What follows belongs to an exercise in optimizing a design on an open flow for small area; a production flow would make more cautious choices.
Only simulation tests tie the RTL to the original design; equivalence was not proved.
No driver is modelled on the clock port, so clocking that relies on it looks cheaper here than on a real chip.
Power figures rest on the tool's default switching activity, not on a simulated workload.

--- flow/flow/run.sh ---
#!/bin/bash
# The standard layout (standard.sh, unchanged synthesis and flow scripts), with two choices
# passed to ORFS through its own variables:
#  - BUFFER_PORTS_ARGS: port buffers use the smallest buffer cell (buf_1)
#  - CTS_ARGS: no dummy clock loads, and clock tree buffers of one size (clkbuf_8)
# The full make output goes to standard_flow.log in this folder; ORFS's per-step logs stay
# under orfs/logs/.
set -euo pipefail
export BUFFER_PORTS_ARGS="-buffer_cell sky130_fd_sc_hd__buf_1"
export CTS_ARGS="-sink_clustering_enable -repair_clock_nets -dont_use_dummy_load -buf_list sky130_fd_sc_hd__clkbuf_8"
bash standard.sh > standard_flow.log 2>&1
--- flow/standard.sh ---
#!/bin/bash
# synth_recipe.tcl (not shown) runs the flow's synth.tcl, then flattens the netlist and writes it again
# the make line also repeats each setting of config.mk as NAME=value (left out here)
make -C /OpenROAD-flow-scripts/flow DESIGN_CONFIG=/design/flow/config.mk WORK_HOME=/design/flow/orfs CLKGATE_MAP_FILE= SYNTH_SCRIPT=/design/flow/synth_recipe.tcl "${@:-finish}"
--- flow/config.mk ---
export PLATFORM = sky130hd
export DESIGN_NAME = sse_top
export DESIGN_NICKNAME = sse_top
export VERILOG_FILES = /design/flow/design.v
export SDC_FILE = /design/flow/constraint.sdc
export NUM_CORES = 4
export LEC_CHECK = 0
export CAP_MARGIN = 20
export CORE_MARGIN = 2
export CORE_UTILIZATION = 55
export SLEW_MARGIN = 20
--- flow/constraint.sdc ---
create_clock -name core_clock -period 10.0 [get_ports {clk}]
set_input_delay 2.0000 -clock core_clock [delete_from_list [all_inputs] [get_ports {clk}]]
set_output_delay 2.0000 -clock core_clock [all_outputs]
set_load 0.01 [all_outputs]
--- flow/design.v ---
module sse_top (
	input  logic                     clk,
	input  logic                     rst,
	input  logic                     clear,
	input  logic                     sample_valid,
	input  logic [31:0]              sample,
	input  logic [31:0]              golden,
	output logic                     busy,
	output logic                     ready,
	output logic [32+16-1:0] status
);
	localparam logic [3:0] S_IDLE = 4'd0;
	localparam logic [3:0] S_CHK  = 4'd1;      
	localparam logic [3:0] S_AL0  = 4'd2;      
	localparam logic [3:0] S_AL   = 4'd3;      
	localparam logic [3:0] S_ADD  = 4'd4;
	localparam logic [3:0] S_NEG  = 4'd5;      
	localparam logic [3:0] S_NORM = 4'd6;
	localparam logic [3:0] S_RND  = 4'd7;
	localparam logic [3:0] S_PRND = 4'd8;      
	localparam logic [3:0] S_SQ0  = 4'd9;
	localparam logic [3:0] S_SQ1  = 4'd10;
	localparam logic [3:0] S_MULA = 4'd11;
	localparam logic [3:0] S_MULS = 4'd12;
	localparam logic [3:0] S_SQF  = 4'd13;
	localparam logic [3:0] S_ACF  = 4'd14;
	localparam logic [1:0] P_SUB = 2'd0;
	localparam logic [1:0] P_SQ  = 2'd1;
	localparam logic [1:0] P_ACC = 2'd2;
	localparam logic [1:0] F_KEEP = 2'd0;
	localparam logic [1:0] F_NAN  = 2'd1;
	localparam logic [1:0] F_INF  = 2'd2;
	localparam logic [1:0] F_COMP = 2'd3;
	logic [3:0] state;
	logic [1:0] phase;
	logic [27:0] x;
	logic [26:0] y;
	logic [8:0] e;
	logic [7:0] eb;
	logic effsub, swy, seen;
	logic [4:0] cnt;
	logic [30:0] sum;
	logic [16-1:0] count;
	assign status = {1'b0, sum, count};
	assign busy = (state != S_IDLE);
	wire a_fnz  = |x[25:3];
	wire b_fnz  = |y[25:3];
	wire a_max  = &e[7:0];
	wire b_max  = &eb;
	wire a_zero = ~|e[7:0];
	wire b_zero = ~|eb;
	wire a_nan  = a_max & a_fnz;
	wire b_nan  = b_max & b_fnz;
	wire a_inf  = a_max & ~a_fnz;
	wire b_inf  = b_max & ~b_fnz;
	wire s_max  = &sum[30:23];
	wire s_zero = ~|sum[30:23];
	wire s_nan  = s_max & sum[22];
	logic ag, ax, aiy, acin, arnd;
	wire rnd = x[2] & (x[1] | x[0] | x[3]);
	wire [23:0] ym = y[26:3];
	logic mb;     
	wire [27:0] opy = {aiy, ((y & {27{ag}}) | (x[26:0] & {27{ax}})) ^ {27{aiy}}} | {24'd0, arnd & rnd, 3'd0};
	logic [27:0] addo;
	logic [16:0] ac;
	logic [12:0] ah0, ah1;
	logic [11:0] as0, as1;
	always_comb begin
		ac[0] = acin;
		for (int i = 0; i < 16; i++) begin
			addo[i] = x[i] ^ opy[i] ^ ac[i];
			ac[i+1] = (x[i] & opy[i]) | (x[i] & ac[i]) | (opy[i] & ac[i]);
		end
		ah0[0] = 1'b0;
		ah1[0] = 1'b1;
		for (int i = 0; i < 12; i++) begin
			as0[i] = x[16+i] ^ opy[16+i] ^ ah0[i];
			ah0[i+1] = (x[16+i] & opy[16+i]) | (x[16+i] & ah0[i]) | (opy[16+i] & ah0[i]);
			as1[i] = x[16+i] ^ opy[16+i] ^ ah1[i];
			ah1[i+1] = (x[16+i] & opy[16+i]) | (x[16+i] & ah1[i]) | (opy[16+i] & ah1[i]);
		end
		addo[27:16] = ac[16] ? as1 : as0;
	end
	always_comb begin
		ag = 1'b0;
		ax = 1'b0;
		aiy = 1'b0;
		acin = 1'b0;
		arnd = 1'b0;
		case (state)
			S_ADD: begin
				ag = 1'b1;
				aiy = effsub;
				acin = effsub;
			end
			S_RND: arnd = 1'b1;
			S_NORM: ax = !x[27] && !x[26];     
			S_MULA: ag = mb;
			default: ;
		endcase
	end
	logic [8:0] ek;
	wire [8:0] eadd = e + ek;
	always_comb begin
		case (state)
			S_NORM:  ek = x[27] ? 9'd1 : 9'h1ff;
			S_SQ0:   ek = 9'h1c1;     
			default: ek = 9'd1;
		endcase
	end
	wire e_gt = e[7:0] > eb;
	wire e_eq = e[7:0] == eb;
	wire e_ovf = e >= 9'd255;
	logic fin;
	logic [1:0] ftype;
	always_comb begin
		fin = 1'b0;
		ftype = F_KEEP;
		case (state)
			S_CHK: begin
				if (a_nan | b_nan | (a_inf & b_inf & effsub)) begin
					fin = 1'b1;
					ftype = F_NAN;
				end else if (a_inf | b_inf) begin
					fin = 1'b1;
					ftype = F_INF;
				end else if (a_zero & b_zero) begin
					fin = 1'b1;
				end
			end
			S_NORM: begin
				if (!x[27] && !x[26] && (e <= 9'd1 || cnt == 5'd27))
					fin = 1'b1;     
			end
			S_SQ1: begin
				if (!e[8] && e[7]) begin
					fin = 1'b1;
					ftype = F_INF;
				end else if (e[8] || e == 9'd0) begin
					fin = 1'b1;
				end
			end
			S_SQF: begin
				if (e_ovf) begin
					fin = 1'b1;
					ftype = F_INF;
				end else if (s_max) begin
					fin = 1'b1;
				end
			end
			S_ACF: begin
				fin = 1'b1;
				ftype = e_ovf ? F_INF : F_COMP;
			end
			default: ;
		endcase
	end
	logic [16-1:0] cnt_tog;
	always_comb begin
		cnt_tog[0] = fin & ~&count;
		for (int i = 1; i < 16; i++)
			cnt_tog[i] = cnt_tog[i-1] & count[i-1];
	end
	always_ff @(posedge clk) begin
		if (rst) begin
			state <= S_IDLE;
			ready <= 1'b0;
			sum <= '0;
			count <= '0;
		end else begin
			ready <= fin;
			count <= (count ^ cnt_tog) & {16{~clear}};
			if (clear) begin
				sum <= '0;
			end else if (fin) begin
				case (ftype)
					F_NAN:  sum <= 31'h7fc00000;
					F_INF:  if (!s_nan) sum <= 31'h7f800000;
					F_COMP: sum <= {e[7:0], x[25:3]};
					default: ;
				endcase
			end
			if (fin) begin
				state <= S_IDLE;
			end else begin
				case (state)
					S_IDLE: if (sample_valid) state <= S_CHK;
					S_CHK: state <= b_zero ? S_SQ0 : S_AL0;
					S_AL0: state <= S_AL;
					S_AL: if (e_eq || cnt == 5'd27) state <= S_ADD;
					S_ADD: state <= S_NORM;
					S_NEG: if (cnt == 5'd27) state <= S_NORM;
					S_NORM: begin
						if (x[27] & effsub)
							state <= S_NEG;
						else if (x[27] | x[26])
							state <= S_RND;
					end
					S_RND: state <= S_PRND;
					S_PRND: begin
						case (phase)
							P_SUB: state <= S_SQ0;
							P_SQ: state <= S_SQF;
							default: state <= S_ACF;
						endcase
					end
					S_SQ0: state <= S_SQ1;
					S_SQ1: state <= S_MULA;
					S_MULA: state <= S_MULS;
					S_MULS: state <= (cnt == 5'd24) ? S_NORM : S_MULA;
					S_SQF: state <= S_AL0;
					default: state <= S_IDLE;
				endcase
			end
		end
	end
	logic x_ld, x_add, x_shr, x_neg;
	logic y_ld, y_shr, y_cp;
	logic e_ld, e_sum, e_eb, e_add, e_dbl;
	logic eb_ld, eb_e;
	logic al_step;
	always_comb begin
		al_step = !e_eq && cnt != 5'd27;
		x_ld = 1'b0;
		x_add = 1'b0;
		x_shr = 1'b0;
		x_neg = 1'b0;
		y_ld = 1'b0;
		y_shr = 1'b0;
		y_cp = 1'b0;
		e_ld = 1'b0;
		e_sum = 1'b0;
		e_eb = 1'b0;
		e_add = 1'b0;
		e_dbl = 1'b0;
		eb_ld = 1'b0;
		eb_e = 1'b0;
		case (state)
			S_IDLE: begin
				x_ld = 1'b1;
				y_ld = 1'b1;
				e_ld = 1'b1;
				eb_ld = 1'b1;
			end
			S_CHK: x_ld = a_zero;     
			S_AL0: begin
				e_eb = e_gt;
				eb_e = e_gt;
			end
			S_AL: begin
				e_eb = !e_eq && cnt == 5'd27;
				e_add = al_step;
				x_shr = al_step & ~swy;
				y_shr = al_step & swy;
			end
			S_ADD: x_add = 1'b1;
			S_NEG: x_neg = 1'b1;
			S_NORM: begin
				if (!(x[27] & effsub)) begin
					x_shr = x[27];
					x_add = !x[27] && !x[26];
					e_add = x[27] || !x[26];
				end
			end
			S_RND: x_add = 1'b1;
			S_PRND: begin
				x_shr = x[27];
				e_add = x[27];
			end
			S_SQ0: begin
				y_cp = 1'b1;
				x_ld = 1'b1;     
				e_add = 1'b1;
			end
			S_SQ1: e_dbl = 1'b1;
			S_MULA: x_add = 1'b1;
			S_MULS: x_shr = 1'b1;
			S_SQF: begin
				y_cp = 1'b1;
				eb_e = 1'b1;
				x_ld = 1'b1;
				e_sum = 1'b1;
			end
			default: ;
		endcase
	end
	wire idle = (state == S_IDLE);
	wire sqf = (state == S_SQF);
	wire [27:0] x_ldv = {1'b0, idle | (sqf & ~s_zero),
		(sample[22:0] & {23{idle}}) | (sum[22:0] & {23{sqf}}), 3'b000};
	wire [27:0] x_sh = {x_neg & (x[0] ^ seen), x[27:2], x[1] | (x[0] & ~x_neg)};
	wire [27:0] x_d = (x_ldv & {28{x_ld}}) | (addo & {28{~(x_ld | x_shr | x_neg)}}) | (x_sh & {28{x_shr | x_neg}});
	wire [26:0] y_d = ({1'b1, golden[22:0], 3'b000} & {27{y_ld}})
		| ({1'b0, y[26:2], y[1] | y[0]} & {27{y_shr}})
		| ({x[26:3], 3'b000} & {27{y_cp}});
	wire [8:0] e_d = ({1'b0, sample[30:23]} & {9{e_ld}})
		| ({1'b0, sum[30:23]} & {9{e_sum}})
		| ({1'b0, eb} & {9{e_eb}})
		| (eadd & {9{e_add}})
		| ({e[7:0], 1'b0} & {9{e_dbl}});
	wire [7:0] eb_d = (golden[30:23] & {8{eb_ld}}) | (e[7:0] & {8{eb_e}});
	always_ff @(posedge clk) begin
		x <= x_d;
		if (y_ld | y_shr | y_cp)
			y <= y_d;
		if (e_ld | e_sum | e_eb | e_add | e_dbl)
			e <= e_d;
		if (eb_ld | eb_e)
			eb <= eb_d;
		case (state)
			S_IDLE: begin
				effsub <= ~(sample[31] ^ golden[31]);
				phase <= P_SUB;
			end
			S_AL0: begin
				cnt <= '0;
				swy <= e_gt;
			end
			S_AL: if (al_step) cnt <= cnt + 1'b1;
			S_ADD: cnt <= '0;
			S_NEG: begin
				seen <= seen | x[0];
				cnt <= (cnt == 5'd27) ? 5'd0 : cnt + 1'b1;
			end
			S_NORM: begin
				if (x[27] & effsub) begin
					seen <= 1'b0;
					cnt <= '0;
				end else if (!x[27] && !x[26]) begin
					cnt <= cnt + 1'b1;
				end
			end
			S_SQ0: begin
				phase <= P_SQ;
				effsub <= 1'b0;
			end
			S_SQ1: begin
				cnt <= '0;
				mb <= y[3];
			end
			S_MULA: cnt <= cnt + 1'b1;
			S_MULS: begin
				mb <= ym[cnt];
				if (cnt == 5'd24)
					cnt <= '0;
			end
			S_SQF: phase <= P_ACC;
			default: ;
		endcase
	end
endmodule
==> results.json, run 1 <==
{
  "required_ps": 10360,
  "reg2reg_depth": 28,
  "drive_gt1_frac": 0.07962,
  "cts_tree": "done",
  "synth.largest_area_cell": "edfxtp_1",
  "first_pass_iters": 11,
  "hp-start": "sum[17]",
  "postSynthAreaPerCell_um2": 9.934,
  "cts.path.max_buffers": 2,
  "holdPathEnd": "sum[17]",
  "design_power_total_mw": 1.937,
  "grt_max_degree": 66,
  "path_common_cell": "fa_1",
  "hold_viol": 0,
  "final_common_cell": "buf_1",
  "worst_pin_slew_ps": 1064,
  "ant_nets": 0,
  "dpl.hpwl_um": 18160,
  "core_mm2": 0.01509,
  "dpl.cell_count": 1113,
  "num_rows": 45,
  "hold_path.class": "flip-flop to flip-flop",
  "syn2layout_area_growth_pct": 9.591,
  "wl_um": 24800,
  "syn_nets": 976,
  "fin_crit_ps": 9630,
  "wl_per_cell_um": 21.94,
  "setup_tns_ps": 0,
  "root_buffer": "clkbuf_8",
  "async_flop_share": 0,
  "outcome": "finished clean",
  "grt_pass1_vias": 7220,
  "synth.area.top_cells": "edfxtp_1 (20%), dfxtp_1 (19%), ha_1 (6.7%), a222oi_1 (6.3%), a22o_1 (3.9%)",
  "numCtsBuffers": 17,
  "nets": 1073,
  "ioPinCount": 118,
  "dieArea_mm2": 0.01630,
  "grt_first_pass_wirelength_um": 39190,
  "end_kind": "flip-flop",
  "skew_ps": 31.89,
  "clk_latency_ps": 440,
  "yosys_warnings": 1,
  "synth_cells": 847,
  "die_x_um": 127.7,
  "ir_worst_vdd_uv": 102.2,
  "cts_hold_buf": 0,
  "drv_slew": 0,
  "fin_area_mm2": 0.009221,
  "ys_ff_latch": 135,
  "period_share": 0.9630,
  "gp_congestion": 0.9712,
  "relSlewSlack": 0.2910,
  "setup_viol": 0,
  "fmax_mhz": 103.8,
  "crit_type": "flip-flop to flip-flop",
  "grt_overflow": 0,
  "fillers": 1330,
  "maxCapViolCount": 0,
  "vias": 7466,
  "post-cts-setup-buffers": 0,
  "setup_ws_ps": 369.9,
  "initial_core_util": 0.5576,
  "cp-start-kind": "flip-flop",
  "yosysUniqueCellTypes": 71,
  "worst-endpoint-arrival_ps": 9990,
  "die_y_um": 127.7,
  "slowest_delay_ps": 510,
  "power_density_mw_per_mm2": 210.0,
  "drc": 0,
  "path_clk_slew_ps": 60,
  "viasPerCell": 6.607,
  "dp_slack_ps": 269.0,
  "syn-cell-area_mm2": 0.008414,
  "drtIter0Drc": 1030,
  "critPathSlowestCell": "or4_1",
  "min_path_cells": 1,
  "worstPathMaxFanout": 6,
  "portBuffers": 116,
  "synth_ff_type": "dfxtp_1",
  "rr_endpoint": "x[27]",
  "antenna_found_initial": 0,
  "grt_usage": 0.3070,
  "clock_sinks": 135,
  "synth_edf_count": 55,
  "ys_seq_area_frac": 0.3866,
  "r2r_setup_slack_ps": 370,
  "power.leakage_nw": 3.786,
  "layout_common_cells": "buf_1 (116), dfxtp_1 (80), inv_1 (67)",
  "dpl_cell_area_mm2": 0.008982,
  "netlist.area_leader.share": 0.1963,
  "antenna_cells": 0,
  "rsz0062_at_grt": "true",
  "layout.cells.non_filler": 1130,
  "r2r-start": "state[2]",
  "h-tree-depth": 4
}
[synthesized netlist by cell type, types with 4 or more instances]
cell / count
buf_2: 24
fa_1: 16
a211oi_1: 5
nand2b_1: 11
a221oi_1: 4
a21oi_1: 34
nand4_1: 15
a221o_1: 9
mux4_2: 7
or3_1: 4
xor2_1: 13
a22oi_1: 24
dfxtp_1: 80
o21bai_1: 6
nor4_1: 19
nand2_1: 51
or2_2: 4
edfxtp_1: 55
o22ai_1: 4
and2_1: 17
o21a_1: 5
xnor2_1: 36
a22o_1: 37
nor3_1: 6
clkbuf_1: 26
a21o_1: 9
nor2_1: 45
ha_1: 45
o21ai_0: 23
a222oi_1: 53
nand3_1: 13
and3_1: 5
a31oi_1: 10
inv_1: 67
nor2b_1: 6
o221a_2: 8
[layout make-up]
cell class / count / area [um^2] / area share
Tap cell: 188 / 235.2 / 0.02551
Sequential cell: 135 / 3253 / 0.3528
Inverter: 67 / 251.5 / 0.02727
Clock buffer: 17 / 234.0 / 0.02537
Timing Repair Buffer: 134 / 570.5 / 0.06187
Multi-Input combinational cell: 589 / 4677 / 0.5072
[worst max-delay path, delay by kind of cell (launching register included)]
family	cells	cell delay [ps]
xor+xnor	1	150
fa+ha+maj	15	6500
compound gates	6	1050
flops	1	410
simple gates	6	1450
[timing repair]
item / CTS / global route
setup endpoints to repair: 0 / 5
hold endpoints to repair: 0 / 0
gates resized for setup: 0 / 1
[registers in the layout (all words and copies together) (netlist names), 2 cells and up]
signal,cells
x,28
count,16
cnt,5
eb,8
state,4
sum,31
e,9
y,27
phase,2
[metrics by stage]
stage | utilization | hold slack [ps]
3_3_place_gp | 0.5953 | 478.0
4_1_cts | 0.6108 | 501.7
5_1_grt | 0.6111 | 515.7
3_5_place_dp | 0.5953 | 482.0
2_1_floorplan | - | 530.1
6_report | 0.6111 | 503.3
[kinds of logic after synthesis]
group                    share of synthesized area
multiplexers                               0.02245
buffers and inverters                      0.05993
AND/OR/NAND/NOR                             0.1279
other                                    0.0004457
XOR/XNOR                                   0.05100
adder cells (fa/ha/maj)                     0.1050
AO/OA/AOI/OAI                               0.2467
flip-flops                                  0.3866
[routing by layer]
| metal | vias up | wire length, um | global-route usage |
|---|---|---|---|
| met5 | - | 0 | 0 |
| met4 | 0 | 408 | 0.09438 |
| met3 | 31 | 2060 | 0.06260 |
| met2 | 370 | 11890 | 0.4980 |
| met1 | 3625 | 10440 | 0.4171 |
| li1 | 3440 | - | - |
[power by group]
part / internal (mW) / switching [mW] / leakage (nW)
Clock: 0.150 / 0.183 / 0.122
Sequential: 0.745 / 0.259 / 1.22
Combinational: 0.255 / 0.346 / 2.44
[worst max path at each step]
stage / start / endpoint / slack, ps
finish: state[2] / x[27] / 370
CTS: state[2] / x[27] / 270
global route: state[2] / x[21] / -80
floorplan: state[1] / x[27] / 500
global placement: state[2] / x[27] / 520
detailed placement: state[2] / x[27] / 270
==> run 2, diff against run 1 <==
--- a/flow/design.v
+++ b/flow/design.v
@@ -24,6 +24,7 @@
 	localparam logic [3:0] S_MULS = 4'd12;
 	localparam logic [3:0] S_SQF  = 4'd13;
 	localparam logic [3:0] S_ACF  = 4'd14;
+	localparam logic [3:0] S_YNEG = 4'd15;     
 	localparam logic [1:0] P_SUB = 2'd0;
 	localparam logic [1:0] P_SQ  = 2'd1;
 	localparam logic [1:0] P_ACC = 2'd2;
@@ -56,17 +57,17 @@
 	wire s_max  = &sum[30:23];
 	wire s_zero = ~|sum[30:23];
 	wire s_nan  = s_max & sum[22];
-	logic ag, ax, aiy, acin, arnd;
+	logic ag, ax, arnd;
 	wire rnd = x[2] & (x[1] | x[0] | x[3]);
 	wire [23:0] ym = y[26:3];
 	logic mb;     
-	wire [27:0] opy = {aiy, ((y & {27{ag}}) | (x[26:0] & {27{ax}})) ^ {27{aiy}}} | {24'd0, arnd & rnd, 3'd0};
+	wire [27:0] opy = {ag & effsub, (y & {27{ag}}) | (x[26:0] & {27{ax}})} | {24'd0, arnd & rnd, 3'd0};
 	logic [27:0] addo;
 	logic [16:0] ac;
 	logic [12:0] ah0, ah1;
 	logic [11:0] as0, as1;
 	always_comb begin
-		ac[0] = acin;
+		ac[0] = 1'b0;
 		for (int i = 0; i < 16; i++) begin
 			addo[i] = x[i] ^ opy[i] ^ ac[i];
 			ac[i+1] = (x[i] & opy[i]) | (x[i] & ac[i]) | (opy[i] & ac[i]);
@@ -84,15 +85,9 @@
 	always_comb begin
 		ag = 1'b0;
 		ax = 1'b0;
-		aiy = 1'b0;
-		acin = 1'b0;
 		arnd = 1'b0;
 		case (state)
-			S_ADD: begin
-				ag = 1'b1;
-				aiy = effsub;
-				acin = effsub;
-			end
+			S_ADD: ag = 1'b1;
 			S_RND: arnd = 1'b1;
 			S_NORM: ax = !x[27] && !x[26];     
 			S_MULA: ag = mb;
@@ -187,7 +182,8 @@
 					S_IDLE: if (sample_valid) state <= S_CHK;
 					S_CHK: state <= b_zero ? S_SQ0 : S_AL0;
 					S_AL0: state <= S_AL;
-					S_AL: if (e_eq || cnt == 5'd27) state <= S_ADD;
+					S_AL: if (e_eq || cnt == 5'd27) state <= effsub ? S_YNEG : S_ADD;
+					S_YNEG: if (cnt == 5'd26) state <= S_ADD;
 					S_ADD: state <= S_NORM;
 					S_NEG: if (cnt == 5'd27) state <= S_NORM;
 					S_NORM: begin
@@ -215,7 +211,7 @@
 		end
 	end
 	logic x_ld, x_add, x_shr, x_neg;
-	logic y_ld, y_shr, y_cp;
+	logic y_ld, y_shr, y_neg, y_cp;
 	logic e_ld, e_sum, e_eb, e_add, e_dbl;
 	logic eb_ld, eb_e;
 	logic al_step;
@@ -227,6 +223,7 @@
 		x_neg = 1'b0;
 		y_ld = 1'b0;
 		y_shr = 1'b0;
+		y_neg = 1'b0;
 		y_cp = 1'b0;
 		e_ld = 1'b0;
 		e_sum = 1'b0;
@@ -255,6 +252,7 @@
 			end
 			S_ADD: x_add = 1'b1;
 			S_NEG: x_neg = 1'b1;
+			S_YNEG: y_neg = 1'b1;
 			S_NORM: begin
 				if (!(x[27] & effsub)) begin
 					x_shr = x[27];
@@ -290,8 +288,9 @@
 		(sample[22:0] & {23{idle}}) | (sum[22:0] & {23{sqf}}), 3'b000};
 	wire [27:0] x_sh = {x_neg & (x[0] ^ seen), x[27:2], x[1] | (x[0] & ~x_neg)};
 	wire [27:0] x_d = (x_ldv & {28{x_ld}}) | (addo & {28{~(x_ld | x_shr | x_neg)}}) | (x_sh & {28{x_shr | x_neg}});
+	wire [26:0] y_sh = {y_neg & (y[0] ^ seen), y[26:2], y[1] | (y[0] & ~y_neg)};
 	wire [26:0] y_d = ({1'b1, golden[22:0], 3'b000} & {27{y_ld}})
-		| ({1'b0, y[26:2], y[1] | y[0]} & {27{y_shr}})
+		| (y_sh & {27{y_shr | y_neg}})
 		| ({x[26:3], 3'b000} & {27{y_cp}});
 	wire [8:0] e_d = ({1'b0, sample[30:23]} & {9{e_ld}})
 		| ({1'b0, sum[30:23]} & {9{e_sum}})
@@ -301,7 +300,7 @@
 	wire [7:0] eb_d = (golden[30:23] & {8{eb_ld}}) | (e[7:0] & {8{eb_e}});
 	always_ff @(posedge clk) begin
 		x <= x_d;
-		if (y_ld | y_shr | y_cp)
+		if (y_ld | y_shr | y_neg | y_cp)
 			y <= y_d;
 		if (e_ld | e_sum | e_eb | e_add | e_dbl)
 			e <= e_d;
@@ -316,7 +315,18 @@
 				cnt <= '0;
 				swy <= e_gt;
 			end
-			S_AL: if (al_step) cnt <= cnt + 1'b1;
+			S_AL: begin
+				if (al_step) begin
+					cnt <= cnt + 1'b1;
+				end else begin
+					cnt <= '0;
+					seen <= 1'b0;
+				end
+			end
+			S_YNEG: begin
+				seen <= seen | y[0];
+				cnt <= cnt + 1'b1;
+			end
 			S_ADD: cnt <= '0;
 			S_NEG: begin
 				seen <= seen | x[0];
==> run 2 against run 1 <==
Final cell count fell by 1.7%. Clock skew up 8.2 ps. Wire length shrank 3.9%. Highest routed layer unchanged.
==> results.json, run 2 <==
{
  "cts.path.max_buffers": 2,
  "setup_viol": 0,
  "clock_sinks": 135,
  "swShare": 0.4412,
  "drv_slew": 0,
  "grt_overflow": 0,
  "synth.largest_area_cell": "edfxtp_1",
  "layout_common_cells": "buf_1 (116), dfxtp_1 (80), nand2_1 (73)",
  "core_mm2": 0.01453,
  "p_seq_frac": 0.463,
  "initial_core_util": 0.5644,
  "drive_gt1_frac": 0.07228,
  "cts_hold_buf": 0,
  "r2r_setup_slack_ps": 400,
  "hold_viol": 0,
  "fin_crit_ps": 9599,
  "worst_pin_slew_ps": 956.1,
  "outcome": "finished clean",
  "netlist.area_leader.share": 0.2013,
  "pwr-share-clk": 0.134,
  "r2r-start": "state[0]",
  "antenna_cells": 0,
  "final_common_cell": "buf_1",
  "ioPinCount": 118,
  "critPathSlowestCell": "dfxtp_1",
  "crit_type": "flip-flop to flip-flop",
  "worst-endpoint-arrival_ps": 9910,
  "num_rows": 44,
  "layout.cells.non_filler": 1111,
  "dieArea_mm2": 0.01591,
  "cts_tree": "done",
  "endpoint": "x[25]",
  "grt_pass1_vias": 7176,
  "rr_endpoint": "x[25]",
  "ir_worst_vdd_uv": 206.2,
  "path_common_cell": "fa_1",
  "p_int_mw": 1.390,
  "postSynthAreaPerCell_um2": 9.919,
  "end_kind": "flip-flop",
  "nets": 1059,
  "path_buf_inv": 0,
  "design_power_total_mw": 2.488,
  "synth.area.top_cells": "edfxtp_1 (20%), dfxtp_1 (20%), ha_1 (7.0%), a222oi_1 (6.5%), a22o_1 (6.2%)",
  "ant_nets": 0,
  "ys_ff_latch": 135,
  "syn2layout_area_growth_pct": 10.42,
  "numCtsBuffers": 17,
  "clk_latency_ps": 460,
  "hold_path.class": "flip-flop to flip-flop",
  "syn-cell-area_mm2": 0.008203,
  "async_flop_share": 0,
  "grt_usage": 0.3029,
  "path_delay_family": "adder cells",
  "portBuffers": 116,
  "h-tree-depth": 4,
  "required_ps": 10310,
  "cp-start-kind": "flip-flop",
  "die_x_um": 126.1,
  "yosysUniqueCellTypes": 65,
  "skew_ps": 40.13,
  "grt_max_degree": 66,
  "worstPathMaxFanout": 7,
  "first_pass_iters": 10,
  "viasPerCell": 6.620,
  "path_clk_slew_ps": 60,
  "syn_nets": 957,
  "dpl.hpwl_um": 17270,
  "cp.depth": 27,
  "fmax_mhz": 104.2,
  "period_share": 0.9599,
  "root_buffer": "clkbuf_8",
  "maxCapViolCount": 0,
  "yosys-top-cells-count": "dfxtp_1 (80), nand2_1 (74), a22o_1 (58), inv_1 (58), edfxtp_1 (55)",
  "synth_edf_count": 55,
  "synth_ff_type": "dfxtp_1",
  "drtIter0Drc": 1046,
  "yosys_warnings": 1,
  "relSlewSlack": 0.3598,
  "power_density_mw_per_mm2": 274.7,
  "power_switching_mw": 1.098,
  "antenna_found_initial": 0,
  "wl_um": 23840,
  "power_frac_comb": 0.403,
  "dpl.cell_count": 1093,
  "power.leakage_nw": 3.782,
  "whs_ps": 504.2,
  "reg_top3": "sum (31), x (28), y (27)",
  "ys_seq_area_frac": 0.3966,
  "synth_cells": 827,
  "vias": 7355,
  "slowest_delay_ps": 470,
  "largest_register_ff_count": 31,
  "die_y_um": 126.1,
  "gp_congestion": 0.9095,
  "setup_tns_ps": 0,
  "synth_most_common_cell": "dfxtp_1",
  "reg2reg_depth": 27,
  "drc": 0,
  "grt_first_pass_wirelength_um": 38660,
  "crit_path_start": "state[0]",
  "top_register": "sum",
  "wl_per_cell_um": 21.46
}
## run 2: cell count changes after synthesis, sizes merged, moves of 8 or more
| cell | delta |
|---|---|
| xnor2 | -22 |
| a22oi | -21 |
| nand2 | +23 |
| o21ai | +10 |
| a22o | +21 |
| o221a | -8 |
## run 2: worst min-delay path by stage
| stage | startpoint | endpoint | slack, ps | cells after the start |
|---|---|---|---|---|
| global placement | sum[12] | sum[12] | 480 | 1 |
| detailed placement | sum[5] | sum[5] | 490 | 1 |
| finish | sum[27] | sum[27] | 500 | 2 |
| global route | sum[4] | sum[4] | 520 | 1 |
| CTS | sum[27] | sum[27] | 500 | 2 |
| floorplan | sum[26] | sum[26] | 500 | 2 |
## run 2: worst min-delay path, delay by kind of cell, from the launching register on
family / cells / cell delay, ps
AO/OA/AOI/OAI: 1 / 50
buffers and inverters: 1 / 60
flip-flops: 1 / 350
## run 2: power groups by stage
stage / Sequential (mW) / Combinational, mW / Clock [mW]
global route: 1.18 / 1.11 / 0.360
CTS: 1.14 / 0.994 / 0.339
detailed placement: 1.15 / 0.982 / 0
global placement: 1.15 / 0.962 / 0
finish: 1.15 / 1.00 / 0.333
floorplan: 1.00 / 0.776 / 0
## run 2: per-stage QoR
stage | worst slack, ps | cell area (um^2) | util
after global placement | 525.5 | 8811 | 0.6062
after detailed placement | 394.9 | 8811 | 0.6062
final | 401.4 | 9057 | 0.6232
after floorplan | 670.6 | 8203 | -
after global routing | -9.382 | 9057 | 0.6232
after CTS | 388.9 | 9045 | 0.6223
## run 2: cell families (layout without fill, tap and decap cells)
logic type	after synthesis	in the layout	share of synthesized area
xor gates and xnor gates	29	29	0.03096
and+or+nand+nor	223	223	0.1348
DFF	135	135	0.3966
other	1	1	0.0004572
buffers and inverters	110	210	0.05354
AOI/OAI and AO/OA	257	257	0.2515
adders and majority gates	62	62	0.1092
muxes	10	10	0.02288
## run 2: area by class of cell
cell class              count  area (um^2)
flip-flops and latches    135         3253
well taps                 184        230.2
fillers                  1270         5477
multi-input cells         582         4552
repair buffers            133        563.0
inverters                  60        225.2
clock buffers              17        234.0
## run 2: metal layers
layer  global-route usage  vias up  wire (um)
li1                     -     3390          -
met4              0.08856        0        337
met2               0.4696      414      10950
met3              0.05353       30       2224
met1               0.4372     3521      10330
met5                    0        -          0
## run 2: timing repair
action	CTS	global route
resized for setup	0	1
setup buffers	0	1
endpoints found under the setup margin	0	1
==> run 3, diff against run 2 <==
--- a/flow/design.v
+++ b/flow/design.v
@@ -59,7 +59,7 @@
 	wire s_nan  = s_max & sum[22];
 	logic ag, ax, arnd;
 	wire rnd = x[2] & (x[1] | x[0] | x[3]);
-	wire [23:0] ym = y[26:3];
+	wire [31:0] ym = {8'd0, y[26:3]};     
 	logic mb;     
 	wire [27:0] opy = {ag & effsub, (y & {27{ag}}) | (x[26:0] & {27{ax}})} | {24'd0, arnd & rnd, 3'd0};
 	logic [27:0] addo;
@@ -210,7 +210,7 @@
 			end
 		end
 	end
-	logic x_ld, x_add, x_shr, x_neg;
+	logic x_ld, x_shr, x_neg;     
 	logic y_ld, y_shr, y_neg, y_cp;
 	logic e_ld, e_sum, e_eb, e_add, e_dbl;
 	logic eb_ld, eb_e;
@@ -218,7 +218,6 @@
 	always_comb begin
 		al_step = !e_eq && cnt != 5'd27;
 		x_ld = 1'b0;
-		x_add = 1'b0;
 		x_shr = 1'b0;
 		x_neg = 1'b0;
 		y_ld = 1'b0;
@@ -250,17 +249,14 @@
 				x_shr = al_step & ~swy;
 				y_shr = al_step & swy;
 			end
-			S_ADD: x_add = 1'b1;
 			S_NEG: x_neg = 1'b1;
 			S_YNEG: y_neg = 1'b1;
 			S_NORM: begin
 				if (!(x[27] & effsub)) begin
 					x_shr = x[27];
-					x_add = !x[27] && !x[26];
 					e_add = x[27] || !x[26];
 				end
 			end
-			S_RND: x_add = 1'b1;
 			S_PRND: begin
 				x_shr = x[27];
 				e_add = x[27];
@@ -271,7 +267,6 @@
 				e_add = 1'b1;
 			end
 			S_SQ1: e_dbl = 1'b1;
-			S_MULA: x_add = 1'b1;
 			S_MULS: x_shr = 1'b1;
 			S_SQF: begin
 				y_cp = 1'b1;
==> run 3 against run 2 <==
Non-clock buffer count fell by 3. Global-route usage rose by 0.62 points. Still clean. Die area barely moved. Clock skew fell by 6.5 ps. Critical path depth rose by 1. Highest routed layer unchanged.
==> results.json, run 3 <==
{
  "r2r-start": "state[0]",
  "first_pass_iters": 9,
  "setup_viol": 0,
  "ioPinCount": 118,
  "synth.area.top_cells": "edfxtp_1 (20%), dfxtp_1 (20%), ha_1 (7.0%), a222oi_1 (6.5%), a22o_1 (6.3%)",
  "wl_um": 24360,
  "syn2layout_area_growth_pct": 10.18,
  "layout_common_cells": "buf_1 (116), dfxtp_1 (78), nand2_1 (72)",
  "holdPathEnd": "sum[7]",
  "wl_per_cell_um": 22.00,
  "hp-start": "sum[7]",
  "drive_gt1_frac": 0.06717,
  "synth_edf_count": 55,
  "drc": 0,
  "vias": 7374,
  "final_common_cell": "buf_1",
  "largest_register_ff_count": 31,
  "die_y_um": 126.1,
  "post-cts-setup-buffers": 0,
  "antenna_found_initial": 0,
  "ys_seq_area_frac": 0.3966,
  "ys_ff_latch": 135,
  "yosysUniqueCellTypes": 68,
  "cts_resized": 0,
  "cts.path.max_buffers": 2,
  "worstPathMaxFanout": 11,
  "top_register": "sum",
  "grt_first_pass_wirelength_um": 39340,
  "maxCapViolCount": 0,
  "ant_nets": 0,
  "drv_slew": 0,
  "yosys-top-cells-count": "dfxtp_1 (80), nand2_1 (73), a22o_1 (59)",
  "worst_pin_slew_ps": 999.7,
  "r2r_setup_slack_ps": 440,
  "power_density_mw_per_mm2": 281.3,
  "fmax_mhz": 104.6,
  "synth_ff_type": "dfxtp_1",
  "fillers": 1265,
  "root_buffer": "clkbuf_8",
  "die_x_um": 126.1,
  "path_clk_slew_ps": 70,
  "required_ps": 10300,
  "power.leakage_nw": 3.757,
  "async_flop_share": 0,
  "layout.cells.non_filler": 1107,
  "dieArea_mm2": 0.01591,
  "end_kind": "flip-flop",
  "rsz0062_at_grt": "false",
  "dpl.hpwl_um": 17700,
  "path_common_cell": "fa_1",
  "worst-endpoint-arrival_ps": 9860,
  "hold_path.class": "flip-flop to flip-flop",
  "viasPerCell": 6.661,
  "cp-start-kind": "flip-flop",
  "synth.largest_area_cell": "edfxtp_1",
  "crit_type": "flip-flop to flip-flop",
  "core_mm2": 0.01453,
  "ir_worst_vdd_uv": 150.9,
  "yosys_warnings": 1,
  "gp_congestion": 0.9325,
  "outcome": "finished clean",
  "clk_latency_ps": 450,
  "hold_viol": 0,
  "portBuffers": 116,
  "synth_cells": 825,
  "grt_overflow": 0,
  "cts_tree": "done",
  "crit_path_start": "state[0]",
  "drtIter0Drc": 958,
  "skew_ps": 33.67,
  "dpl.cell_count": 1090,
  "h-tree-depth": 4,
  "relSlewSlack": 0.3319,
  "initial_core_util": 0.5643,
  "nets": 1055,
  "syn-cell-area_mm2": 0.008202,
  "period_share": 0.9556,
  "postSynthAreaPerCell_um2": 9.941,
  "fin_crit_ps": 9556,
  "min_path_cells": 1,
  "antenna_cells": 0,
  "synth_most_common_cell": "dfxtp_1",
  "slowest_delay_ps": 490,
  "rr_endpoint": "x[25]",
  "num_rows": 44,
  "reg2reg_depth": 28,
  "netlist.area_leader.share": 0.2014,
  "grt_pass1_vias": 7382,
  "critPathSlowestCell": "a2111oi_4",
  "cts_hold_buf": 0,
  "grt_usage": 0.3091,
  "clock_sinks": 135,
  "grt_max_degree": 64,
  "reg_top3": "sum (31), x (28), y (27)",
  "setup_tns_ps": 0,
  "syn_nets": 955,
  "numCtsBuffers": 17
}
-- run 3: kinds of logic (layout without fill, tap and decap cells) --
family / after synthesis / count (layout) / share of synthesized area
other: 1 / 1 / 0.0004572
and+or+nand+nor: 220 / 220 / 0.1361
AOI/OAI and AO/OA: 259 / 259 / 0.2500
muxes: 11 / 11 / 0.02426
xor gates and xnor gates: 29 / 29 / 0.03097
DFF: 135 / 135 / 0.3966
adders and majority gates: 62 / 62 / 0.1092
buffers and inverters: 108 / 206 / 0.05233
-- run 3: worst max path at each step --
stage               depth (start not counted)    end  slack (ps)
floorplan                                  31  x[25]         510
global placement                           28  x[25]         570
detailed placement                         28  x[25]         420
CTS                                        28  x[27]         380
global route                               28  x[25]           4
finish                                     28  x[25]         440
-- run 3: power by group --
group          internal (mW)  leakage (nW)  switching, mW  total, mW
clock network          0.150         0.122          0.184      0.333
registers              0.840          1.22          0.327       1.17
logic                  0.424          2.42          0.618       1.04
total                   1.41          3.76           1.13       2.54
-- run 3: worst max-delay path: cells and delay by family, from the launching register on --
kind / cells / cell delay [ps]
compound gates: 8 / 1570
xor+xnor: 1 / 200
fa+ha+maj: 16 / 6580
buf+inv: 1 / 200
flops: 1 / 380
simple gates: 2 / 500
-- run 3: area by class of cell --
class	count	area, um^2	share of cell area
Clock buffer	17	234.0	0.02589
Inverter	59	221.5	0.02451
Multi-Input combinational cell	582	4554	0.5040
Sequential cell	135	3256	0.3603
Tap cell	184	230.2	0.02548
Timing Repair Buffer	130	540.5	0.05982
-- run 3: stage by stage --
stage | power [mW] | hold WS, ps | util | cell area, um^2 | setup WS, ps
5_1_grt | 2.709 | 518.4 | 0.6217 | 9036 | 3.605
3_5_place_dp | 2.187 | 484.8 | 0.6040 | 8778 | 422.5
6_report | 2.542 | 503.1 | 0.6217 | 9036 | 443.6
4_1_cts | 2.522 | 498.2 | 0.6201 | 9012 | 375.5
2_1_floorplan | 1.815 | 501.7 | - | 8202 | 511.4
3_3_place_gp | 2.148 | 477.3 | 0.6040 | 8778 | 570.8
-- run 3: metal layers --
layer	track usage	up-vias	part of all wire	routed length, um
li1	-	3373	-	-
met4	0.08468	0	0.018	442
met1	0.4286	3597	0.43	10490
met2	0.4994	363	0.47	11410
met3	0.05777	41	0.083	2015
met5	0	-	0	0
==> run 4, diff against run 3 <==
==> flow/flow/run.sh (replaced) <==
#!/bin/bash
# The standard layout (standard.sh, unchanged synthesis and flow scripts), with choices
# passed to ORFS through its own variables:
#  - BUFFER_PORTS_ARGS: port buffers use the smallest buffer cell (buf_1)
#  - PRE_CTS_TCL: flow/clock_tree.tcl builds a balanced two-level clock tree (10 leaf
#    clkbuf_8 under one clkbuf_16 root) that clock_tree_synthesis then leaves alone
#  - CTS_ARGS: no dummy clock loads
# The full make output goes to standard_flow.log in this folder; ORFS's per-step logs stay
# under orfs/logs/.
set -euo pipefail
export BUFFER_PORTS_ARGS="-buffer_cell sky130_fd_sc_hd__buf_1"
export PRE_CTS_TCL="$(pwd)/flow/clock_tree.tcl"
export CTS_GROUP=14
export CTS_LEAF_CELL=sky130_fd_sc_hd__clkbuf_8
export CTS_ROOT_CELL=sky130_fd_sc_hd__clkbuf_16
export CTS_ARGS="-sink_clustering_enable -repair_clock_nets -dont_use_dummy_load -buf_list sky130_fd_sc_hd__clkbuf_8"
bash standard.sh > standard_flow.log 2>&1
==> flow/flow/clock_tree.tcl (new file) <==
# Run by ORFS's cts step before clock_tree_synthesis (PRE_CTS_TCL).
# Builds a two-level clock tree by hand: the flip-flops are split into groups of at most
# CTS_GROUP by a capacity-limited k-means on their placed locations; each group gets one
# leaf clock buffer at its centre, and one root buffer at the centre of the leaves drives
# the leaves from the clock port. Every flip-flop is two buffers from the port. The nets
# built here are passed to set_cts_config -skip_nets, so TritonCTS leaves them as they are.
set block [ord::get_db_block]
set db [ord::get_db]
set clk_net [$block findNet clk]
set leaf_master [$db findMaster $::env(CTS_LEAF_CELL)]
set root_master [$db findMaster $::env(CTS_ROOT_CELL)]
set cap $::env(CTS_GROUP)

set sinks {}
foreach it [$clk_net getITerms] {
  if {[$it getIoType] ne "INPUT"} { continue }
  set loc [[$it getInst] getLocation]
  lappend sinks [list $it [lindex $loc 0] [lindex $loc 1]]
}
set n [llength $sinks]
set ngroups [expr {int(ceil(double($n) / $cap))}]

# initial groups: strips along x
set per [expr {int(ceil(double($n) / $ngroups))}]
set byx [lsort -integer -index 1 $sinks]
set groups {}
for {set g 0} {$g < $ngroups} {incr g} {
  set part [lrange $byx [expr {$g * $per}] [expr {($g + 1) * $per - 1}]]
  if {[llength $part]} { lappend groups $part }
}

proc centres {groups} {
  set cs {}
  foreach g $groups {
    set sx 0; set sy 0
    foreach s $g { incr sx [lindex $s 1]; incr sy [lindex $s 2] }
    lappend cs [list [expr {$sx / [llength $g]}] [expr {$sy / [llength $g]}]]
  }
  return $cs
}

# capacity-limited k-means: closest (flip-flop, centre) pairs are assigned first
for {set iter 0} {$iter < 12} {incr iter} {
  set cs [centres $groups]
  set pairs {}
  set i 0
  foreach s $sinks {
    set j 0
    foreach c $cs {
      lappend pairs [list [expr {abs([lindex $s 1] - [lindex $c 0]) + abs([lindex $s 2] - [lindex $c 1])}] $i $j]
      incr j
    }
    incr i
  }
  set pairs [lsort -integer -index 0 $pairs]
  set taken [lrepeat $n 0]
  set fill [lrepeat [llength $cs] 0]
  set newg [lrepeat [llength $cs] {}]
  foreach p $pairs {
    set i [lindex $p 1]; set j [lindex $p 2]
    if {[lindex $taken $i] || [lindex $fill $j] >= $cap} { continue }
    lset taken $i 1
    lset fill $j [expr {[lindex $fill $j] + 1}]
    lset newg $j [concat [lindex $newg $j] [list [lindex $sinks $i]]]
  }
  set groups {}
  foreach g $newg { if {[llength $g]} { lappend groups $g } }
}

set root [odb::dbInst_create $block $root_master clk_root_buf]
set rootnet [odb::dbNet_create $block clk_root_net]
$rootnet setSigType CLOCK
set skip [list clk_root_net]
set k 0
set lx 0; set ly 0
foreach g $groups c [centres $groups] {
  set b [odb::dbInst_create $block $leaf_master clk_leaf_buf_$k]
  $b setLocation [lindex $c 0] [lindex $c 1]
  $b setPlacementStatus PLACED
  set net [odb::dbNet_create $block clk_leaf_net_$k]
  $net setSigType CLOCK
  foreach s $g {
    set it [lindex $s 0]
    $it disconnect
    $it connect $net
  }
  [$b findITerm X] connect $net
  [$b findITerm A] connect $rootnet
  lappend skip clk_leaf_net_$k
  incr lx [lindex $c 0]; incr ly [lindex $c 1]
  incr k
}
$root setLocation [expr {$lx / $k}] [expr {$ly / $k}]
$root setPlacementStatus PLACED
[$root findITerm X] connect $rootnet
[$root findITerm A] connect $clk_net
set sizes {}
foreach g $groups { lappend sizes [llength $g] }
puts "clock_tree.tcl: $n flip-flops in $k groups: $sizes"
set_cts_config -skip_nets $skip
==> run 4 against run 3 <==
Still clean. Synthesized area unchanged. Critical path depth unchanged. Cell area fell by 0.79%. Final cell count is 0.54% lower.
==> results.json, run 4 <==
{
  "outcome": "finished clean",
  "worst-endpoint-arrival_ps": 9790,
  "setup_ws_ps": 476.5,
  "synth_edf_count": 55,
  "wl_um": 24370,
  "die_y_um": 126.1,
  "ioPinCount": 118,
  "worstPathMaxFanout": 11,
  "period_share": 0.9524,
  "first_pass_iters": 9,
  "pwr-share-clk": 0.118,
  "synth.area.top_cells": "edfxtp_1 (20%), dfxtp_1 (20%), ha_1 (7.0%), a222oi_1 (6.5%), a22o_1 (6.3%)",
  "power_density_mw_per_mm2": 278.9,
  "power.leakage_nw": 3.719,
  "layout.cells.non_filler": 1101,
  "dpl.hpwl_um": 17700,
  "fin_area_mm2": 0.008965,
  "portBuffers": 116,
  "async_flop_share": 0,
  "top_register": "sum",
  "drtIter0Drc": 960,
  "dieArea_mm2": 0.01591,
  "min_path_cells": 1,
  "vias": 7386,
  "yosys-top-cells-count": "dfxtp_1 (80), nand2_1 (73), a22o_1 (59)",
  "dpl.cell_count": 1090,
  "gp_congestion": 0.9325,
  "regArea_mm2": 0.003256,
  "initial_core_util": 0.5643,
  "antenna_cells": 0,
  "dpl_cell_area_mm2": 0.008778,
  "grt_max_degree": 64,
  "required_ps": 10270,
  "p_seq_frac": 0.466,
  "postSynthAreaPerCell_um2": 9.941,
  "synth_ff_type": "dfxtp_1",
  "end_kind": "flip-flop",
  "viasPerCell": 6.708,
  "final_common_cell": "buf_1",
  "whs_ps": 508.0,
  "syn_nets": 955,
  "ant_nets": 0,
  "antenna_found_initial": 0,
  "r2r_setup_slack_ps": 480,
  "r2r-start": "state[0]",
  "cts_hold_buf": 0,
  "netlist.area_leader.share": 0.2014,
  "hp-start": "sum[8]",
  "drc": 0,
  "fin_crit_ps": 9524,
  "syn2layout_area_growth_pct": 9.306,
  "grt_first_pass_wirelength_um": 39360,
  "die_x_um": 126.1,
  "yosys_warnings": 1,
  "cp-start-kind": "flip-flop",
  "yosysUniqueCellTypes": 68,
  "holdPathEnd": "sum[8]",
  "swShare": 0.4517,
  "relSlewSlack": 0.3505,
  "path_common_cell": "fa_1",
  "p_int_mw": 1.371,
  "num_rows": 44,
  "slowest_delay_ps": 490,
  "critPathSlowestCell": "a2111oi_4",
  "clk_latency_ps": 390,
  "skew_ps": 23.80,
  "wl_per_cell_um": 22.13,
  "nets": 1049,
  "largest_register_ff_count": 31,
  "rr_endpoint": "x[25]",
  "power_frac_comb": 0.416,
  "ir_worst_vdd_uv": 180.7,
  "grt_pass1_vias": 7363,
  "dp_slack_ps": 422.5,
  "reg2reg_depth": 28,
  "path_clk_slew_ps": 110,
  "setup_viol": 0,
  "synth_most_common_cell": "dfxtp_1",
  "final_util": 0.6168,
  "core_mm2": 0.01453,
  "crit_type": "flip-flop to flip-flop",
  "fmax_mhz": 105.0,
  "hold_path.class": "flip-flop to flip-flop",
  "grt_overflow": 0,
  "ys_seq_area_frac": 0.3966,
  "reg_top3": "sum (31), x (28), y (27)",
  "drive_gt1_frac": 0.06107,
  "drv_slew": 0,
  "multi_input_area_mm2": 0.004554,
  "worst_pin_slew_ps": 971.9,
  "fillers": 1267,
  "synth.largest_area_cell": "edfxtp_1",
  "hold_viol": 0,
  "ys_ff_latch": 135,
  "syn-cell-area_mm2": 0.008202,
  "power_switching_mw": 1.129,
  "grt_usage": 0.3006,
  "maxCapViolCount": 0,
  "synth_cells": 825,
  "layout_common_cells": "buf_1 (116), dfxtp_1 (78), nand2_1 (72)"
}
-- run 4: timing repair --
item | CTS | global route
setup endpoints to repair | 0 | 4
endpoints found under the hold margin | 0 | 0
buffers inserted | 0 | 0
gates resized for setup | 0 | 7
-- run 4: stage by stage --
stage               power, mW  TNS (ps)
finish                  2.500         0
global placement        2.148         0
CTS                     2.398         0
global route            2.665    -22.22
floorplan               1.815         0
detailed placement      2.187         0
-- run 4: layer usage --
layer	track usage	part of all wire	vias to the layer above
met5	0	0	-
met4	0.06141	0.023	0
met3	0.03483	0.086	43
met2	0.5044	0.47	375
met1	0.4231	0.42	3605
li1	-	-	3363
-- run 4: kinds of logic (layout without fill, tap and decap cells) --
group           count (synthesis)  in the layout  synth area share
flops                         135            135            0.3966
fa+ha+maj                      62             62            0.1092
xor+xnor                       29             29           0.03097
mux                            11             11           0.02426
compound gates                259            259            0.2500
simple gates                  220            220            0.1361
other cells                     1              1         0.0004572
buf+inv                       108            200           0.05233
-- run 4: worst max-delay path, delay by kind of cell (launching register included) --
kind | cells | cell delay [ps]
AO/OA/AOI/OAI | 8 | 1560
adder cells (fa/ha/maj) | 16 | 6570
XOR/XNOR | 1 | 200
AND/OR/NAND/NOR | 2 | 500
flip-flops | 1 | 390
buffers and inverters | 1 | 190
-- run 4: cell type report --
class                      count  share of cell area
buffer                        11             0.01814
inverter                      59             0.02470
multi-input combinational    582              0.5080
tap                          184             0.02568
sequential                   135              0.3632
timing repair buffer         130             0.06029
-- run 4: how the worst max path moves through the flow --
stage                  start    end  slack [ps]  depth (start not counted)
finish              state[0]  x[25]         480                         28
global route        state[0]  x[25]         -20                         28
CTS                 state[0]  x[27]         400                         28
detailed placement  state[1]  x[25]         420                         28
global placement    state[1]  x[25]         570                         28
floorplan           state[3]  x[25]         510                         31
-- run 4: power by group through the flow --
stage          logic (mW)  clock network, mW  registers, mW
2_1_floorplan       0.802                  0           1.01
3_3_place_gp        0.989                  0           1.16
3_5_place_dp         1.02                  0           1.17
4_1_cts              1.03              0.203           1.17
5_1_grt              1.15              0.320           1.19
6_report             1.04              0.296           1.17
==> run 5, diff against run 4 <==
--- a/flow/config.mk
+++ b/flow/config.mk
@@ -7,5 +7,6 @@
 export LEC_CHECK = 0
 export CAP_MARGIN = 20
 export CORE_MARGIN = 2
-export CORE_UTILIZATION = 55
+export CORE_UTILIZATION = 70
+export PLACE_DENSITY = 0.85
 export SLEW_MARGIN = 20
==> run 5 against run 4 <==
Clock power shrank 4%. Synthesized cell count is the same. Flip-flop and latch count is the same. First-iteration DRC count grew 61%. Clock skew shrank 11 ps. Hold slack lost 5.7 ps. Die area shrank 21%. Combinational power is essentially flat. Global-route usage grew 7.9 points. Sequential power is essentially flat.
==> results.json, run 5 <==
{
  "layout.cells.non_filler": 1059,
  "layout_common_cells": "buf_1 (116), dfxtp_1 (78), nand2_1 (73)",
  "antenna_found_initial": 0,
  "power_frac_comb": 0.421,
  "rr_endpoint": "x[27]",
  "ioPinCount": 118,
  "drtIter0Drc": 1542,
  "worst_pin_slew_ps": 894.6,
  "fin_area_mm2": 0.008887,
  "crit_type": "flip-flop to flip-flop",
  "swShare": 0.4553,
  "slowest_delay_ps": 470,
  "die_x_um": 112.2,
  "crit_path_start": "state[2]",
  "synth_edf_count": 55,
  "critPathSlowestCell": "fa_1",
  "synth.area.top_cells": "edfxtp_1 (20%), dfxtp_1 (20%), ha_1 (7.0%), a222oi_1 (6.5%), a22o_1 (6.3%)",
  "power_density_mw_per_mm2": 282.7,
  "ys_ff_latch": 135,
  "synth_cells": 825,
  "drive_gt1_frac": 0.05459,
  "initial_core_util": 0.7183,
  "hold_viol": 0,
  "dieArea_mm2": 0.01260,
  "period_share": 0.9625,
  "vias": 7717,
  "wl_per_cell_um": 23.11,
  "outcome": "finished clean",
  "syn_nets": 955,
  "dpl.hpwl_um": 17550,
  "reg2reg_depth": 28,
  "r2r_setup_slack_ps": 370,
  "ys_seq_area_frac": 0.3966,
  "post-cts-setup-buffers": 0,
  "drv_slew": 0,
  "grt_pass1_vias": 7359,
  "dp_slack_ps": 236.5,
  "fmax_mhz": 103.9,
  "p_int_mw": 1.369,
  "num_rows": 39,
  "reg_top3": "sum (31), x (28), y (27)",
  "core_mm2": 0.01142,
  "dpl_cell_area_mm2": 0.008720,
  "antenna_cells": 0,
  "synth_ff_type": "dfxtp_1",
  "syn-cell-area_mm2": 0.008202,
  "gp_congestion": 0.9977,
  "viasPerCell": 7.287,
  "required_ps": 10250,
  "hold_path.class": "flip-flop to flip-flop",
  "cp-start-kind": "flip-flop",
  "yosys-top-cells-count": "dfxtp_1 (80), nand2_1 (73), a22o_1 (59)",
  "dpl.cell_count": 1048,
  "setup_tns_ps": 0,
  "final_util": 0.7783,
  "path_common_cell": "fa_1",
  "postSynthAreaPerCell_um2": 9.941,
  "yosysUniqueCellTypes": 68,
  "end_kind": "flip-flop",
  "worstPathMaxFanout": 13,
  "power.leakage_nw": 3.710,
  "endpoint": "x[27]",
  "die_y_um": 112.2,
  "path_clk_slew_ps": 90,
  "ant_nets": 0,
  "yosys_warnings": 1,
  "grt_usage": 0.3797,
  "nets": 1048,
  "clk_latency_ps": 370,
  "maxCapViolCount": 0,
  "top_register": "sum",
  "grt_max_degree": 64,
  "portBuffers": 116,
  "power_switching_mw": 1.144,
  "r2r-start": "state[2]",
  "fillers": 748,
  "skew_ps": 12.32,
  "wl_um": 24470,
  "setup_viol": 0,
  "syn2layout_area_growth_pct": 8.360,
  "pwr-share-clk": 0.112,
  "setup_ws_ps": 374.8,
  "synth_most_common_cell": "dfxtp_1",
  "largest_register_ff_count": 31,
  "async_flop_share": 0,
  "grt_overflow": 0,
  "synth.largest_area_cell": "edfxtp_1",
  "grt_first_pass_wirelength_um": 39190,
  "relSlewSlack": 0.4022,
  "ir_worst_vdd_uv": 353.0,
  "worst-endpoint-arrival_ps": 9870,
  "p_seq_frac": 0.466,
  "first_pass_iters": 14,
  "netlist.area_leader.share": 0.2014,
  "rsz0062_at_grt": "false",
  "drc": 0,
  "fin_crit_ps": 9625,
  "final_common_cell": "buf_1"
}
run 5: what timing repair did:
action,CTS,global route
gates resized for setup,0,2
setup endpoints to repair,0,3
hold buffers,0,0
run 5: power groups by stage:
stage          Clock, mW  Sequential [mW]  Combinational (mW)
6_report           0.283             1.17                1.06
5_1_grt            0.300             1.19                1.16
4_1_cts            0.203             1.17                1.03
3_5_place_dp           0             1.16                1.02
3_3_place_gp           0             1.15               0.965
2_1_floorplan          0             1.01               0.802
run 5: metrics by stage:
step                      total power [mW]  hold WS [ps]
after floorplan                      1.815         501.7
after CTS                            2.397         485.8
final                                2.513         502.3
after global placement               2.114         478.8
after global routing                 2.649         531.3
after detailed placement             2.175         483.9
run 5: layout make-up:
cell class / count / area (um^2) / share of cell area
Inverter: 59 / 221.5 / 0.02492
Buffer: 11 / 162.7 / 0.01830
Multi-Input combinational cell: 582 / 4536 / 0.5103
Timing Repair Buffer: 129 / 533.0 / 0.05997
Tap cell: 143 / 178.9 / 0.02013
Sequential cell: 135 / 3256 / 0.3663
run 5: per-layer routing:
metal,GRT usage,share of wire,vias to the layer above
met2,0.6161,0.47,610
met3,0.05616,0.12,79
met5,0,0,-
li1,-,-,3368
met1,0.5368,0.38,3660
met4,0.1081,0.032,0
run 5: cell families after synthesis:
kind of cell / share of synthesized area
XOR/XNOR: 0.03097
AND/OR/NAND/NOR: 0.1361
multiplexers: 0.02426
flip-flops: 0.3966
other: 0.0004572
AO/OA/AOI/OAI: 0.2500
buffers and inverters: 0.05233
adder cells (fa/ha/maj): 0.1092
run 5: how the worst min path moves through the flow:
stage / from / to / slack (ps) / cells past startpoint
2_1_floorplan: sum[26] / sum[26] / 500 / 2
3_3_place_gp: sum[6] / sum[6] / 480 / 1
3_5_place_dp: sum[4] / sum[4] / 480 / 1
4_1_cts: sum[4] / sum[4] / 490 / 1
5_1_grt: sum[6] / sum[6] / 530 / 1
6_report: sum[4] / sum[4] / 500 / 1
run 5: critical path, delay by kind of cell, from the launching register on:
family          cells  cell delay, ps
fa+ha+maj          16            6680
compound gates      7            1500
simple gates        4             760
flops               1             410
xor+xnor            1             140

-- re-timing with driven ports --
In the flow no input, the clock included, has a driving cell. The finished layouts below were timed again as built, in two steps. Step 1 assumes that a clkbuf_16 drives the clock port and a buf_2 every other input. Step 2, shift: input delay + t, output delay - t, t = (earliest + latest rising clock arrival at the registers) / 2. This alone moves slack from input paths to output paths. Three values: ideal, step 1, step 2; two values: the first two.
run | t, ns | setup WS [ns] | clock arrival spread, ns | slew at the worst register clock pin (ns)
run 1 | 0.465 | 0.370 / 0.370 / 0.370 | 0.033 / 0.033 | 0.08 / 0.08
run 2 | 0.477 | 0.401 / 0.401 / 0.401 | 0.040 / 0.040 | 0.09 / 0.09
run 3 | 0.472 | 0.444 / 0.444 / 0.444 | 0.034 / 0.034 | 0.09 / 0.09
run 4 | 0.419 | 0.476 / 0.476 / 0.476 | 0.024 / 0.024 | 0.11 / 0.11
run 5 | 0.403 | 0.375 / 0.375 / 0.375 | 0.012 / 0.012 | 0.09 / 0.09
After both steps setup and hold are still met in every run listed.
